From an optimization exercise on the open Yosys and OpenROAD flow, aimed at small area, a short achievable clock period and few clock cycles per item; shortcuts taken in it are not production practice. Function was checked by simulation only, so behaviour that the tests miss may differ from the original. No activity file was given, so power comes from the tool's default toggle rates.

===== flow/constraint.sdc =====
create_clock -name core_clock -period 4.0 [get_ports {clk}]
set_input_delay 0.8000 -clock core_clock [delete_from_list [all_inputs] [get_ports {clk}]]
set_output_delay 0.8000 -clock core_clock [all_outputs]
set_load 0.01 [all_outputs]

===== flow/run.sh =====
#!/bin/bash
# synth_recipe.tcl (not shown) runs the flow's synth.tcl, then flattens the netlist and writes it again
# the make line also repeats each setting of config.mk as NAME=value (left out here)
make -C /OpenROAD-flow-scripts/flow DESIGN_CONFIG=/design/flow/config.mk WORK_HOME=/design/flow/orfs CLKGATE_MAP_FILE= SYNTH_SCRIPT=/design/flow/synth_recipe.tcl finish

===== flow/design.v =====
package fft16_pkg;
    localparam int DATA_W = 32;
    localparam int N      = 16;
    typedef struct packed {
        logic signed [DATA_W-1:0] re;
        logic signed [DATA_W-1:0] im;
    } cplx_t;
    typedef enum logic {
        RD_IDLE   = 1'b0,
        RD_STREAM = 1'b1
    } rd_state_e;
    function automatic logic [3:0] digit_rev4(input logic [3:0] idx);
        digit_rev4 = {idx[1:0], idx[3:2]};
    endfunction
endpackage
module fft16_bank_ram #(
    parameter int W  = 2 * fft16_pkg::DATA_W,
    parameter int NS = 12
) (
    input  logic          clk,
    input  logic [NS-1:0] wsel,
    input  logic [W-1:0]  wdata,
    input  logic [NS-1:0] rsel,
    output logic [W-1:0]  rdata
);
    logic [W-1:0] mem_q [NS];
    always_ff @(posedge clk) begin
        for (int i = 0; i < NS; i++) begin
            if (wsel[i]) mem_q[i] <= wdata;
        end
    end
    always_comb begin
        rdata = '0;
        for (int i = 0; i < NS; i++) begin
            rdata = rdata | (mem_q[i] & {W{rsel[i]}});
        end
    end
endmodule
module fft16_digit_reverse_buf #(
    parameter int DATA_W = 32,
    parameter int N      = 16
) (
    input  logic                  clk,
    input  logic                  rst_n,
    input  logic                  in_valid,
    output logic                  in_ready,
    input  logic [DATA_W-1:0]     in_re,
    input  logic [DATA_W-1:0]     in_im,
    output logic                  out_valid,
    input  logic                  out_ready,
    output logic [DATA_W-1:0]     out_re,
    output logic [DATA_W-1:0]     out_im,
    output logic [3:0]            out_idx,
    output logic                  out_last
);
    localparam int NS = 10;
    localparam int DW = 2 * DATA_W;
    logic [NS-1:0] vld_q, vld_d;        
    logic [NS-1:0] wsel_q, wsel_d;      
    logic [NS-1:0] rsel_q, rsel_d;      
    logic [4:0]    tag_q [NS];          
    logic [4:0]    wtag_q, rtag_q;      
    logic [4:0]    wtag_inc, rtag_inc;
    logic          byp_q, byp_d;        
    logic          in_ready_q, in_ready_d;
    logic          out_valid_q;
    logic [3:0]    out_idx_q;
    logic          out_last_q;
    logic [DW-1:0] out_q, rd_data;
    logic [NS-1:0] free_o, wnew, m_inc;
    logic          wr_fire, can_load, rd_load, pool_wr, pool_rd;
    logic          w_eq_rinc, winc_eq_r, winc_eq_rinc;
    function automatic logic [4:0] wtag_next(input logic [4:0] t);
        logic [3:0] idx;
        idx = fft16_pkg::digit_rev4(t[3:0]) + 4'd1;
        wtag_next = {t[4] ^ (t[3:0] == 4'hf), fft16_pkg::digit_rev4(idx)};
    endfunction
    assign wtag_inc  = wtag_next(wtag_q);
    assign rtag_inc  = {rtag_q[4] ^ (rtag_q[3:0] == 4'hf), rtag_q[3:0] + 4'd1};
    assign w_eq_rinc = (wtag_q == rtag_inc);
    assign winc_eq_r = (wtag_inc == rtag_q);
    assign winc_eq_rinc = (wtag_inc == rtag_inc);
    assign wr_fire  = in_valid && in_ready_q;
    assign can_load = !out_valid_q || out_ready;
    assign rd_load  = can_load && ((|rsel_q) || (byp_q && wr_fire));
    assign pool_wr  = wr_fire && !(byp_q && can_load);
    assign pool_rd  = can_load && (|rsel_q);
    always_comb begin
        for (int i = 0; i < NS; i++) begin
            m_inc[i] = vld_q[i] && (tag_q[i] == rtag_inc);
        end
        free_o = ~vld_q & ~wsel_q;
        wnew = '0;
        for (int i = NS - 1; i >= 0; i--) begin
            if (free_o[i]) wnew = NS'(1) << i;
        end
    end
    always_comb begin
        vld_d = vld_q;
        if (pool_wr) vld_d = vld_d | wsel_q;
        if (pool_rd) vld_d = vld_d & ~rsel_q;
        if (pool_wr) wsel_d = (|free_o) ? wnew : (pool_rd ? rsel_q : '0);
        else         wsel_d = (|wsel_q) ? wsel_q : (pool_rd ? rsel_q : '0);
        if (rd_load) rsel_d = m_inc  | (wsel_q & {NS{pool_wr && w_eq_rinc}});
        else         rsel_d = rsel_q | (wsel_q & {NS{pool_wr && byp_q}});
        case ({wr_fire, rd_load})
            2'b10:   byp_d = winc_eq_r;
            2'b01:   byp_d = w_eq_rinc;
            2'b11:   byp_d = winc_eq_rinc;
            default: byp_d = byp_q;
        endcase
        in_ready_d = (|wsel_d) || (byp_d && !(out_valid_q ? !out_ready || rd_load : rd_load));
    end
    fft16_bank_ram #(.W(DW), .NS(NS)) u_pool (
        .clk   (clk),
        .wsel  (wsel_q),
        .wdata ({in_re, in_im}),
        .rsel  (rsel_q),
        .rdata (rd_data)
    );
    always_ff @(posedge clk) begin
        for (int i = 0; i < NS; i++) begin
            if (wsel_q[i]) tag_q[i] <= wtag_q;
        end
    end
    always_ff @(posedge clk or negedge rst_n) begin
        if (!rst_n) begin
            vld_q       <= '0;
            wsel_q      <= NS'(1);
            rsel_q      <= '0;
            wtag_q      <= '0;
            rtag_q      <= '0;
            byp_q       <= 1'b1;
            in_ready_q  <= 1'b1;
            out_valid_q <= 1'b0;
            out_idx_q   <= '0;
            out_last_q  <= 1'b0;
        end else begin
            vld_q      <= vld_d;
            wsel_q     <= wsel_d;
            rsel_q     <= rsel_d;
            byp_q      <= byp_d;
            in_ready_q <= in_ready_d;
            if (wr_fire) wtag_q <= wtag_inc;
            if (rd_load) begin
                rtag_q      <= rtag_inc;
                out_valid_q <= 1'b1;
                out_idx_q   <= fft16_pkg::digit_rev4(rtag_q[3:0]);
                out_last_q  <= (rtag_q[3:0] == 4'hf);
            end else if (out_ready) begin
                out_valid_q <= 1'b0;
            end
        end
    end
    always_ff @(posedge clk) begin
        if (rd_load) out_q <= rd_data | ({DW{byp_q}} & {in_re, in_im});
    end
    assign in_ready  = in_ready_q;
    assign out_valid = out_valid_q;
    assign out_re    = out_q[DW-1:DATA_W];
    assign out_im    = out_q[DATA_W-1:0];
    assign out_idx   = out_idx_q;
    assign out_last  = out_last_q;
endmodule

===== flow/config.mk =====
export PLATFORM = sky130hd
export DESIGN_NAME = fft16_digit_reverse_buf
export DESIGN_NICKNAME = fft16_digit_reverse_buf
export VERILOG_FILES = /design/flow/design.v
export SDC_FILE = /design/flow/constraint.sdc
export NUM_CORES = 4
export LEC_CHECK = 0
export CAP_MARGIN = 20
export CORE_MARGIN = 2
export CORE_UTILIZATION = 40
export SETUP_SLACK_MARGIN = 2.0
export SLEW_MARGIN = 20

==> notes.md <==
* Run status: no timing/DRC/antenna violations
* Crit path max fanout at 3
* Initial antenna violation count at 8
* Clock slew at reported path FFs at roughly 60 ps
* Avg Cell Area, Syn at 18.9 um2
* Hold Path Class: in -> async
* Synth Cell Area at between 20000 and 30000 um2
* H-Tree Depth at 3
* Hold Vio Cnt, Final at 0
* RePlAce Congestion at between 0.8 and 0.9
* Via Count at 16600
* Peak Freq at 411 MHz
* Final Setup Violations at 0
* CTS tree: done
* Worst slack, placed at 561 ps
* Tot Pwr at between 0.03 and 0.04 W
* Worst reg2reg endpoint: in_ready_q
* Fill count at slightly below 6000
* Critical Setup Path Class: reg -> reg
* Cells after Synth at 1549
* FP Rows at slightly below 100
* Syn Nets at 1619
* Top layer in use: met5
* R2R depth at 8
* First-pass GRT wire length at 112000 um
* Clock Power Share at around 22%
* Top FF cell, synth: edfxtp_1
* Total of max-cap violations at 0
* Flop pwr share at around 44%
* Met3 WL at 6260 um
* Net Sw Frac at 33.5%
* Syn-to-layout area delta at 21.1%
* DR WL met2 at 37600 um
* P per Cell Area at 902 nW/um2
* Post-synth EDFFs at ~750
* Drc violations at 0
* I/O pin cnt at 139
* Crit share post-route at roughly three fifths
* Comb pwr share at 33.6%
* First-pass DRT Iterations at 5
* Syn. warnings at 4
* Asr flop ratio synth at 5.99%
* Longest Clk Path Bufs at 3
* Tmin final at 2430 ps
* TritonCTS Buffers at 78
* Initial core utilization at 40.2%
* Vias in the first global route at ~17000
* Die Area at 75300 um2
* Final worst setup slack at approximately 1600 ps
* Post-synthesis cell type count at between 50 and 60
* Setup_tns at 0 ps
* RSZ-0062 raised after global routing: true
* VDD IR max at between 500 and 600 uV
* Leakage at around 12 nW
* Kind of end point of the critical path: register
* Die width at 274 um
* Routed WL at between 70000 and 80000 um
* Hpwl dp at 35800 um
* Slew Viols, Final at 0
* Area share of the largest cell type after synthesis at 77.5%
* Worst R2R Setup Slack at 1570 ps
* Critical path arrival at about 3000 ps
* Grt total ovfl at 0
* Vias per Instance at around 5.9
* Max-slew headroom at 31.0%
* Metal1 wirelength at about 32000 um
* Final core utilization at between 40% and 50%
* Clock sinks at roughly 800
* Flops & latches, synth at between 800 and 900
* Worst r2r src: wsel_q[0]
* Area contributors post-synth: edfxtp_1 (77%), dfrtp_1 (3.9%), a221oi_1 (3.8%)
* Register area share after synthesis at 81.6%
* Die Y at 274 um
* Startpoint types: register
* Iter 0 DRT Violations at about 2000
* CP required at 4520 ps
* Least-Margin Pin Slew at 1040 ps
* Pint at between 0.02 and 0.025 W
* Core area at 72700 um2
* Largest net degree at the start of global routing at about 70
* Worst Clk Skew at 26.5 ps
* Wirelength per Cell at between 20 and 30 um
* Layout cells sized above 1 at between 20 and 25%
* WHS at around 210 ps
* Post-route antenna net violation count at 0
* Net Switching at between 0.01 and 0.015 W
* Later-pin clock latency in the skew report at around 630 ps
* GRT Total Usage at between 20% and 30%
* Area leader, netlist: edfxtp_1
* I/O Buffers at 138
* Root buf cell: clkbuf_16
* Final net count at around 1900
flip-flops by register name (all words and copies together), names as in the netlist:
name	cells
out_idx_q	4
wtag_q	5
wsel_q	10
in_ready_q	1
out_q	64
tag_q	50
vld_q	10
rsel_q	10
rtag_q	5
byp_q	1
u_pool.mem_q	640
out_valid_q	1
out_last_q	1
routing by layer:
metal	track usage (%)	vias up
li1	-	7094
met1	27.2	8649
met2	33.5	727
met3	4.30	138
met4	5.49	12
met5	0	-
power by group through the flow:
stage / clock network [W] / registers [W] / logic [W]
after floorplan: 0 / 0.0147 / 0.00416
after global placement: 0 / 0.0147 / 0.00799
after detailed placement: 0 / 0.0148 / 0.00805
after CTS: 0.00724 / 0.0141 / 0.00992
after global routing: 0.00756 / 0.0143 / 0.0114
final: 0.00713 / 0.0141 / 0.0107
Yosys cell counts, types with 2 or more instances:
cell type	n
a21o_1	2
a221oi_1	128
buf_2	7
ha_1	2
dfrtp_1	45
xnor2_1	54
a21oi_1	32
edfxtp_1	754
nor3b_1	2
o22ai_1	3
xor2_1	20
inv_1	2
nand4_1	11
nor3_1	5
o211ai_1	2
nor4_1	13
or4_1	3
a221o_1	8
dfstp_2	3
nand3_1	73
a31oi_1	4
nand2_1	25
a222oi_1	64
o21ai_0	10
buf_1	18
and2_1	2
a21oi_2	2
a22oi_1	2
a311oi_1	7
nor2_1	16
a22o_1	128
clkbuf_1	80
nor4_2	2
worst max-delay path, cell delays in order, from the launching register on:
cell and delay (ps):
dfstp_4 630, or4_4 140, nor4_4 40, buf_4 160, a311oi_2 290, a21oi_2 70, or4_4 550, nor4_4 300
o311ai_2 140
area by class of cell:
| cell class | count | area, um2 | share of cell area [%] |
|---|---|---|---|
| flip-flops and latches | 802 | 23900 | 67.5 |
| multi-input cells | 641 | 5260 | 14.9 |
| repair buffers | 255 | 2550 | 7.20 |
| clock buffers | 96 | 2040 | 5.76 |
| well taps | 959 | 1200 | 3.39 |
| clock inverters | 47 | 420 | 1.19 |
| inverters | 2 | 11.3 | 0.0318 |
| diodes | 2 | 5.00 | 0.0141 |
how the worst max path moves through the flow:
stage          startpoint    endpoint  slack (ps)
6_report        wsel_q[0]  in_ready_q        1570
5_1_grt         wsel_q[0]  in_ready_q        1480
4_1_cts         wsel_q[0]  in_ready_q        1670
3_5_place_dp    out_ready  in_ready_q         560
3_3_place_gp    out_ready  in_ready_q         580
2_1_floorplan   out_ready    out_q[0]        1330
stage by stage:
stage | cell area (um2) | std cells
3_5_place_dp | 31800 | 2576
2_1_floorplan | 29300 | 1549
5_1_grt | 35400 | 2802
6_report | 35400 | 2804
4_1_cts | 35000 | 2784
3_3_place_gp | 31800 | 2576
cell usage in the layout, fill, tap and decap left out, drive strengths merged, types with 45 or more instances in the layout:
cell type / instances
buf: 182
clkbuf: 102
dfrtp: 45
a222oi: 64
a221oi: 128
xnor2: 54
a22o: 128
clkdlybuf4s50: 64
nand3: 73
edfxtp: 754
repair_timing:
action,4_1_cts,5_1_grt
resized for setup,362,35
setup endpoints to repair,406,169
buffers inserted,61,12
cloned,4,6
pin swaps,19,23
hold endpoints to repair,0,0
hold buffers,0,0
kinds of logic after synthesis:
group           Yosys count  synth area share [%]
xor+xnor                 74                  2.22
mux                       2                0.0728
fa+ha+maj                 2                0.0856
flops                   802                  81.6
simple gates            163                  2.99
buf+inv                 107                  1.40
compound gates          399                  11.6
Testbench counts, summed over its fixed seeds: cycles 7,318, items 6,144.

[static timing again, ports no longer ideal]
In the flow no input, the clock included, has a driving cell. The finished layout below was timed again as built, in two steps. Step 1 assumes that a clkbuf_16 drives the clock port and a buf_2 every other input. Step 2 moves the port delays by t, midway between the first and last clock arrival at a register: inputs arrive t later, outputs are due t later. That takes back most of the time a late clock gives input paths. Three values: no drivers, after step 1, after step 2; two values: the first two.
t, ns: 0.685
setup slack, ns: 1.567 / 1.567 / 0.968
latest minus earliest clock arrival (ns): 0.028 / 0.028
worst register clock-pin slew, ns: 0.06 / 0.06
After both steps setup and hold are still met in this run. For this run, drivers alone change the setup slack by 0.000 ns; drivers and shift together by -0.599 ns.
